Context: an optimization exercise on an open-source flow, tuned for a short achievable clock period and few clock cycles per item. The choices shown serve that exercise and are no tape-out recipe.
Function was checked by simulation only, so behaviour that the tests miss may differ from the original.
No activity file was given, so power comes from the tool's default toggle rates.

==> exp/quartz <==
Design cache_top, start of the top module:
module cache_top
(
    input  logic                            clk,
    input  logic                            proc_reset,
    input  logic                            proc_read,
    input  logic                            proc_write,
    input  logic [30-1:0]     proc_addr,
    input  cache_pkg::word_t                           proc_wdata,
    output cache_pkg::word_t                           proc_rdata,
    output logic                            proc_stall,
    output logic                            mem_read,
    output logic                            mem_write,
    output logic [(30 - 2)-1:0] mem_addr,
    output cache_pkg::line_t                           mem_wdata,
    input  cache_pkg::line_t                           mem_rdata,
    input  logic                            mem_ready
);
==> module cache_data_store, before the edit <==
module cache_data_store
(
    input  logic       clk,
    input  cache_pkg::proc_addr_t addr,
    input  cache_pkg::word_t      wdata,
    input  logic       word_write_en,
    input  logic       refill_en,
    input  logic       refill_write,
    input  logic       load_mru,
    input  logic       mem_ready,
    input  cache_pkg::line_t      refill_line,
    output cache_pkg::word_t      rdata,
    output cache_pkg::line_t      victim_line
);
    cache_pkg::line_t data_mem [8];
    cache_pkg::line_t merged_line;
    for (genvar w = 0; w < 4; w++) begin : g_word
        for (genvar h = 0; h < 2; h++) begin : g_half
            logic [8-1:0] line_sel;
            cache_dec8 u_dec (
                .sel(addr.index),
                .en (1'b1),
                .y  (line_sel)
            );
            for (genvar b = h*16; b < h*16 + 16; b++) begin : g_bit
                logic [8-1:0] col;
                for (genvar i = 0; i < 8; i++) begin : g_line
                    assign col[i] = data_mem[i][w*32 + b];
                end
                cache_ao8 u_ao (
                    .s(line_sel),
                    .d(col),
                    .y(victim_line[w*32 + b])
                );
            end
        end
    end
    cache_pkg::line_t mru_line;
    for (genvar h = 0; h < 2; h++) begin : g_rd_half
        logic [4-1:0] copy_sel;
        logic [4-1:0] refill_sel;
        cache_dec4 u_cdec (.sel(addr.offset), .y(copy_sel));
        cache_dec4 u_rdec (.sel(addr.offset), .y(refill_sel));
        for (genvar b = h*16; b < h*16 + 16; b++) begin : g_rd
            logic [4-1:0] copy_col;
            logic [4-1:0] refill_col;
            logic                    copy_word;
            logic                    refill_word;
            for (genvar w = 0; w < 4; w++) begin : g_w
                assign copy_col[w]   = mru_line[w*32 + b];
                assign refill_col[w] = refill_line[w*32 + b];
            end
            cache_ao4 u_cao (.s(copy_sel),   .d(copy_col),   .y(copy_word));
            cache_ao4 u_rao (.s(refill_sel), .d(refill_col), .y(refill_word));
            cache_mux2 u_mux (.s(mem_ready), .a(copy_word), .b(refill_word), .y(rdata[b]));
        end
    end
    always_comb begin
        merged_line = refill_line;
        if (refill_write) begin
            merged_line[addr.offset * 32 +: 32] = wdata;
        end
    end
    always_ff @(posedge clk) begin
        if (refill_en) begin
            data_mem[addr.index] <= merged_line;
        end else if (word_write_en) begin
            data_mem[addr.index][addr.offset * 32 +: 32] <= wdata;
        end
    end
    always_ff @(posedge clk) begin
        if (refill_en) begin
            mru_line <= merged_line;
        end else if (load_mru) begin
            mru_line <= victim_line;
        end else if (word_write_en) begin
            mru_line[addr.offset * 32 +: 32] <= wdata;
        end
    end
endmodule
==> module cache_dec4, before the edit <==
module cache_dec4
(
    input  logic [1:0] sel,
    output logic [3:0] y
);
    always_comb begin
        for (int w = 0; w < 4; w++) begin
            y[w] = (sel == w[1:0]);
        end
    end
endmodule
==> module cache_ao4, before the edit <==
module cache_ao4
(
    input  logic [3:0] s,
    input  logic [3:0] d,
    output logic       y
);
    assign y = |(s & d);
endmodule
==> module cache_mux2, before the edit <==
module cache_mux2
(
    input  logic s,
    input  logic a,
    input  logic b,
    output logic y
);
    assign y = s ? b : a;
endmodule
export LEC_CHECK = 0
export ABC_CLOCK_PERIOD_IN_PS = 1000
export CAP_MARGIN = 20
export CORE_MARGIN = 2
export CORE_UTILIZATION = 47
export SETUP_SLACK_MARGIN = 2.5
export SLEW_MARGIN = 20
export SYNTH_HIERARCHICAL = 1
export TNS_END_PERCENT = 20
create_clock -name core_clock -period 6.0 [get_ports {clk}]
standard.sh (not shown) runs the stock make flow with config.mk's settings and CLKGATE_MAP_FILE= SYNTH_SCRIPT=/design/flow/synth_recipe.tcl, a recipe that flattens the netlist after the stock synthesis.
==> flow/flow/run.sh <==
#!/bin/bash
# The standard layout (standard.sh, synthesis unchanged) with three
# changes: the port buffers are a plain buffer cell instead of the delay cell
# that buffer_ports picks on its own; the resizer may change a gate's
# footprint when it sizes it; and after global routing a greedy pass
# (upsize.tcl) gives the cells on the worst paths their best drive strength.
# The make output goes to flow.log here; each ORFS step keeps its own log
# under orfs/logs.
set -uo pipefail
here=$(cd "$(dirname "$0")" && pwd)
export BUFFER_PORTS_ARGS="-buffer_cell sky130_fd_sc_hd__buf_8"
export POST_GLOBAL_ROUTE_TCL="$here/post_grt.tcl"
bash standard.sh MATCH_CELL_FOOTPRINT=0 finish > flow.log 2>&1
==> flow/flow/post_grt.tcl <==
# After global routing and ORFS's own repair: give the cells on the worst
# paths their best drive strength with the global routing parasitics, then
# legalize, route the changed nets again and rewrite the route guides for
# detailed routing.
source [file join [file dirname [info script]] upsize.tcl]
estimate_parasitics -global_routing
report_worst_slack -max
ups_run 2 80
global_route -start_incremental
detailed_placement
global_route -end_incremental
check_placement -verbose
estimate_parasitics -global_routing
report_worst_slack -max
write_guides $::env(RESULTS_DIR)/route.guide
==> flow/flow/upsize.tcl <==
# Greedy sizing of the cells on the worst paths: each cell driving a net on
# one of the worst paths tries every drive strength of its own cell type and
# keeps the one that gives its path's endpoint the most slack without making
# the design's worst slack worse. Cell types never change, only drive strength.
proc ups_variants {cell_name} {
  if {![regexp {^(.*)_([0-9]+)$} $cell_name -> base drive]} { return {} }
  set out {}
  foreach lc [get_lib_cells */${base}_*] {
    set n [get_name $lc]
    if {![regexp "^${base}_\[0-9\]+\$" $n]} { continue }
    if {[get_property $lc dont_use]} { continue }
    lappend out $n
  }
  return $out
}

# replace_cell leaves the nets at the cell without estimated parasitics;
# estimate them again so that the timing seen is the real one
proc ups_swap {inst cell} {
  replace_cell $inst [get_lib_cells */$cell]
  foreach net [get_nets -quiet -of_objects [get_pins -of_objects $inst]] {
    est::estimate_parasitic_net $net
  }
}

proc ups_wns {} {
  return [sta::worst_slack_cmd max]
}

proc ups_end_slack {pin} {
  return [get_property $pin slack_max]
}

proc ups_run {passes paths_per_pass} {
  for {set pass 0} {$pass < $passes} {incr pass} {
    set start [ups_wns]
    set changed 0
    set work {}
    foreach pe [find_timing_paths -path_delay max -group_path_count $paths_per_pass -endpoint_path_count 1] {
      set ep [$pe pin]
      set insts {}
      foreach pin [[$pe path] pins] {
        if {[get_property $pin direction] ne "output"} { continue }
        set inst [$pin instance]
        if {$inst eq "NULL" || $inst eq ""} { continue }
        lappend insts $inst
      }
      lappend work [list $ep [lreverse $insts]]
    }
    foreach item $work {
      lassign $item ep insts
      foreach inst $insts {
        set cur [get_property $inst ref_name]
        if {[string match "*dly*" $cur] || [string match "*dl?tp*" $cur]} { continue }
        set floor [ups_wns]
        set best $cur
        set best_s [ups_end_slack $ep]
        foreach v [ups_variants $cur] {
          if {$v eq $cur} { continue }
          ups_swap $inst $v
          set s [ups_end_slack $ep]
          if {$s > $best_s + 2e-12 && [ups_wns] >= $floor - 1e-13} { set best $v; set best_s $s }
        }
        if {[get_property $inst ref_name] ne $best} {
          ups_swap $inst $best
        }
        if {$best ne $cur} { incr changed }
      }
    }
    set end [ups_wns]
    puts "upsize pass $pass: wns $start -> $end, $changed cells resized"
    if {$changed == 0} { break }
  }
}
==> inputs of exp/zinc, as changes to exp/quartz <==
--- a/flow/design.v
+++ b/flow/design.v
@@ -201,22 +201,23 @@
     end
     cache_pkg::line_t mru_line;
     for (genvar h = 0; h < 2; h++) begin : g_rd_half
-        logic [4-1:0] copy_sel;
-        logic [4-1:0] refill_sel;
-        cache_dec4 u_cdec (.sel(addr.offset), .y(copy_sel));
-        cache_dec4 u_rdec (.sel(addr.offset), .y(refill_sel));
+        logic [2*4-1:0] word_sel;
+        cache_dec_word u_wdec (
+            .off  (addr.offset),
+            .ready(mem_ready),
+            .y    (word_sel)
+        );
         for (genvar b = h*16; b < h*16 + 16; b++) begin : g_rd
-            logic [4-1:0] copy_col;
-            logic [4-1:0] refill_col;
-            logic                    copy_word;
-            logic                    refill_word;
+            logic [2*4-1:0] col;
             for (genvar w = 0; w < 4; w++) begin : g_w
-                assign copy_col[w]   = mru_line[w*32 + b];
-                assign refill_col[w] = refill_line[w*32 + b];
+                assign col[w]               = mru_line[w*32 + b];
+                assign col[4+w]  = refill_line[w*32 + b];
             end
-            cache_ao4 u_cao (.s(copy_sel),   .d(copy_col),   .y(copy_word));
-            cache_ao4 u_rao (.s(refill_sel), .d(refill_col), .y(refill_word));
-            cache_mux2 u_mux (.s(mem_ready), .a(copy_word), .b(refill_word), .y(rdata[b]));
+            cache_ao8 u_ao (
+                .s(word_sel),
+                .d(col),
+                .y(rdata[b])
+            );
         end
     end
     always_comb begin
@@ -254,34 +255,19 @@
         end
     end
 endmodule
-module cache_dec4
+module cache_dec_word
 (
-    input  logic [1:0] sel,
-    output logic [3:0] y
+    input  logic [1:0] off,
+    input  logic       ready,
+    output logic [7:0] y
 );
     always_comb begin
         for (int w = 0; w < 4; w++) begin
-            y[w] = (sel == w[1:0]);
+            y[w]   = !ready && (off == w[1:0]);
+            y[4+w] = ready && (off == w[1:0]);
         end
     end
 endmodule
-module cache_ao4
-(
-    input  logic [3:0] s,
-    input  logic [3:0] d,
-    output logic       y
-);
-    assign y = |(s & d);
-endmodule
-module cache_mux2
-(
-    input  logic s,
-    input  logic a,
-    input  logic b,
-    output logic y
-);
-    assign y = s ? b : a;
-endmodule
 module cache_ao8
 (
     input  logic [7:0] s,
--- a/flow/flow/post_grt.tcl
+++ b/flow/flow/post_grt.tcl
@@ -5,7 +5,7 @@
 source [file join [file dirname [info script]] upsize.tcl]
 estimate_parasitics -global_routing
 report_worst_slack -max
-ups_run 2 80
+ups_run 3 80
 global_route -start_incremental
 detailed_placement
 global_route -end_incremental
- CORE_UTILIZATION: 47 -> 50
- PLACE_DENSITY: default -> 0.55
==> inputs of exp/sierra, as changes to exp/quartz <==
--- a/flow/design.v
+++ b/flow/design.v
@@ -201,22 +201,23 @@
     end
     cache_pkg::line_t mru_line;
     for (genvar h = 0; h < 2; h++) begin : g_rd_half
-        logic [4-1:0] copy_sel;
-        logic [4-1:0] refill_sel;
-        cache_dec4 u_cdec (.sel(addr.offset), .y(copy_sel));
-        cache_dec4 u_rdec (.sel(addr.offset), .y(refill_sel));
+        logic [2*4-1:0] word_sel;
+        cache_dec_word u_wdec (
+            .off  (addr.offset),
+            .ready(mem_ready),
+            .y    (word_sel)
+        );
         for (genvar b = h*16; b < h*16 + 16; b++) begin : g_rd
-            logic [4-1:0] copy_col;
-            logic [4-1:0] refill_col;
-            logic                    copy_word;
-            logic                    refill_word;
+            logic [2*4-1:0] col;
             for (genvar w = 0; w < 4; w++) begin : g_w
-                assign copy_col[w]   = mru_line[w*32 + b];
-                assign refill_col[w] = refill_line[w*32 + b];
+                assign col[w]               = mru_line[w*32 + b];
+                assign col[4+w]  = refill_line[w*32 + b];
             end
-            cache_ao4 u_cao (.s(copy_sel),   .d(copy_col),   .y(copy_word));
-            cache_ao4 u_rao (.s(refill_sel), .d(refill_col), .y(refill_word));
-            cache_mux2 u_mux (.s(mem_ready), .a(copy_word), .b(refill_word), .y(rdata[b]));
+            cache_ao8 u_ao (
+                .s(word_sel),
+                .d(col),
+                .y(rdata[b])
+            );
         end
     end
     always_comb begin
@@ -254,34 +255,19 @@
         end
     end
 endmodule
-module cache_dec4
+module cache_dec_word
 (
-    input  logic [1:0] sel,
-    output logic [3:0] y
+    input  logic [1:0] off,
+    input  logic       ready,
+    output logic [7:0] y
 );
     always_comb begin
         for (int w = 0; w < 4; w++) begin
-            y[w] = (sel == w[1:0]);
+            y[w]   = !ready && (off == w[1:0]);
+            y[4+w] = ready && (off == w[1:0]);
         end
     end
 endmodule
-module cache_ao4
-(
-    input  logic [3:0] s,
-    input  logic [3:0] d,
-    output logic       y
-);
-    assign y = |(s & d);
-endmodule
-module cache_mux2
-(
-    input  logic s,
-    input  logic a,
-    input  logic b,
-    output logic y
-);
-    assign y = s ? b : a;
-endmodule
 module cache_ao8
 (
     input  logic [7:0] s,
==> flow/flow/run.sh (replaced) <==
#!/bin/bash
# The standard layout (standard.sh, synthesis unchanged), except that the
# port buffers are a plain buffer cell instead of the delay cell that
# buffer_ports picks on its own, and the resizer may change a gate's
# footprint when it sizes it. The make output goes to flow.log here; each
# ORFS step keeps its own log under orfs/logs.
set -uo pipefail
export BUFFER_PORTS_ARGS="-buffer_cell sky130_fd_sc_hd__buf_8"
bash standard.sh MATCH_CELL_FOOTPRINT=0 finish > flow.log 2>&1
- CORE_UTILIZATION: 47 -> 55
removed: flow/flow/post_grt.tcl
removed: flow/flow/upsize.tcl
==> comparison <==
Between exp/sierra and exp/quartz, the lower combinational power is in exp/sierra (gap about 1%, measured against exp/quartz). The highest hold slack belongs to exp/sierra, the lowest to exp/zinc. Count of clock-buffer cells in the layout is the same in exp/sierra and exp/quartz. Between exp/sierra and exp/quartz, the lower core utilization is in exp/quartz (gap 11 points).
==> figures <==
|  | exp/sierra | exp/quartz | exp/zinc |
|---|---|---|---|
| Initial antenna violation count | 20 | 14 | 15 |
| Result of the run | finished clean | finished clean | finished clean |
| Number of global-route vias before repair | 45603 | 45379 | 45815 |
| Data arrival time at the worst-slack endpoint | 3010 ps | 2830 ps | 2790 ps |
| Worst setup path startpoint | proc_addr[1] | proc_addr[4] | proc_addr[4] |
| Routed wire length | 264000 um | 265000 um | 262000 um |
| Number of cells in the finished layout apart from fillers | 6870 | 7130 | 7004 |
| Count of filler cells inserted in the layout | 6804 | 9287 | 8196 |
| Synth Area in Simple Gates | 9.00% | 8.96% | 9.00% |
| Sum of buffers and inverters on the critical path | 2 | 5 | 7 |
Testbench counts of exp/quartz, summed over its fixed seeds: cycles 77,759, accesses 32,000.
Testbench counts of exp/zinc, summed over its fixed seeds: cycles 77,759, accesses 32,000.
Testbench counts of exp/sierra, summed over its fixed seeds: cycles 77,759, accesses 32,000.

## re-timing with driven ports
The flow's constraints put no driver on any port. The routed layouts listed below were extracted and timed again, unchanged, in two steps. Step 1: set_driving_cell puts a clkbuf_16 on clk and a buf_2 on each other input, an assumption about the parent block. Step 2 adds t to the input delays and takes it off the output delays; t is the mean of the earliest and latest rising clock arrival at the registers after step 1. Input paths then give back, and output paths get back, about the clock's delay inside the block. Three values: ideal, step 1, step 2; two values: the first two.
run	t, ns	setup WS [ns]	worst register clock-pin slew, ns
exp/quartz	0.881	1.970 / 1.540 / 0.916	0.07 / 0.07
exp/zinc	0.881	2.009 / 1.542 / 0.909	0.07 / 0.07
exp/sierra	0.871	1.789 / 1.257 / 0.858	0.07 / 0.07
After both steps setup and hold are still met in every run listed. For exp/zinc, which loses most, drivers alone change the setup slack by -0.467 ns; drivers and shift together by -1.100 ns.
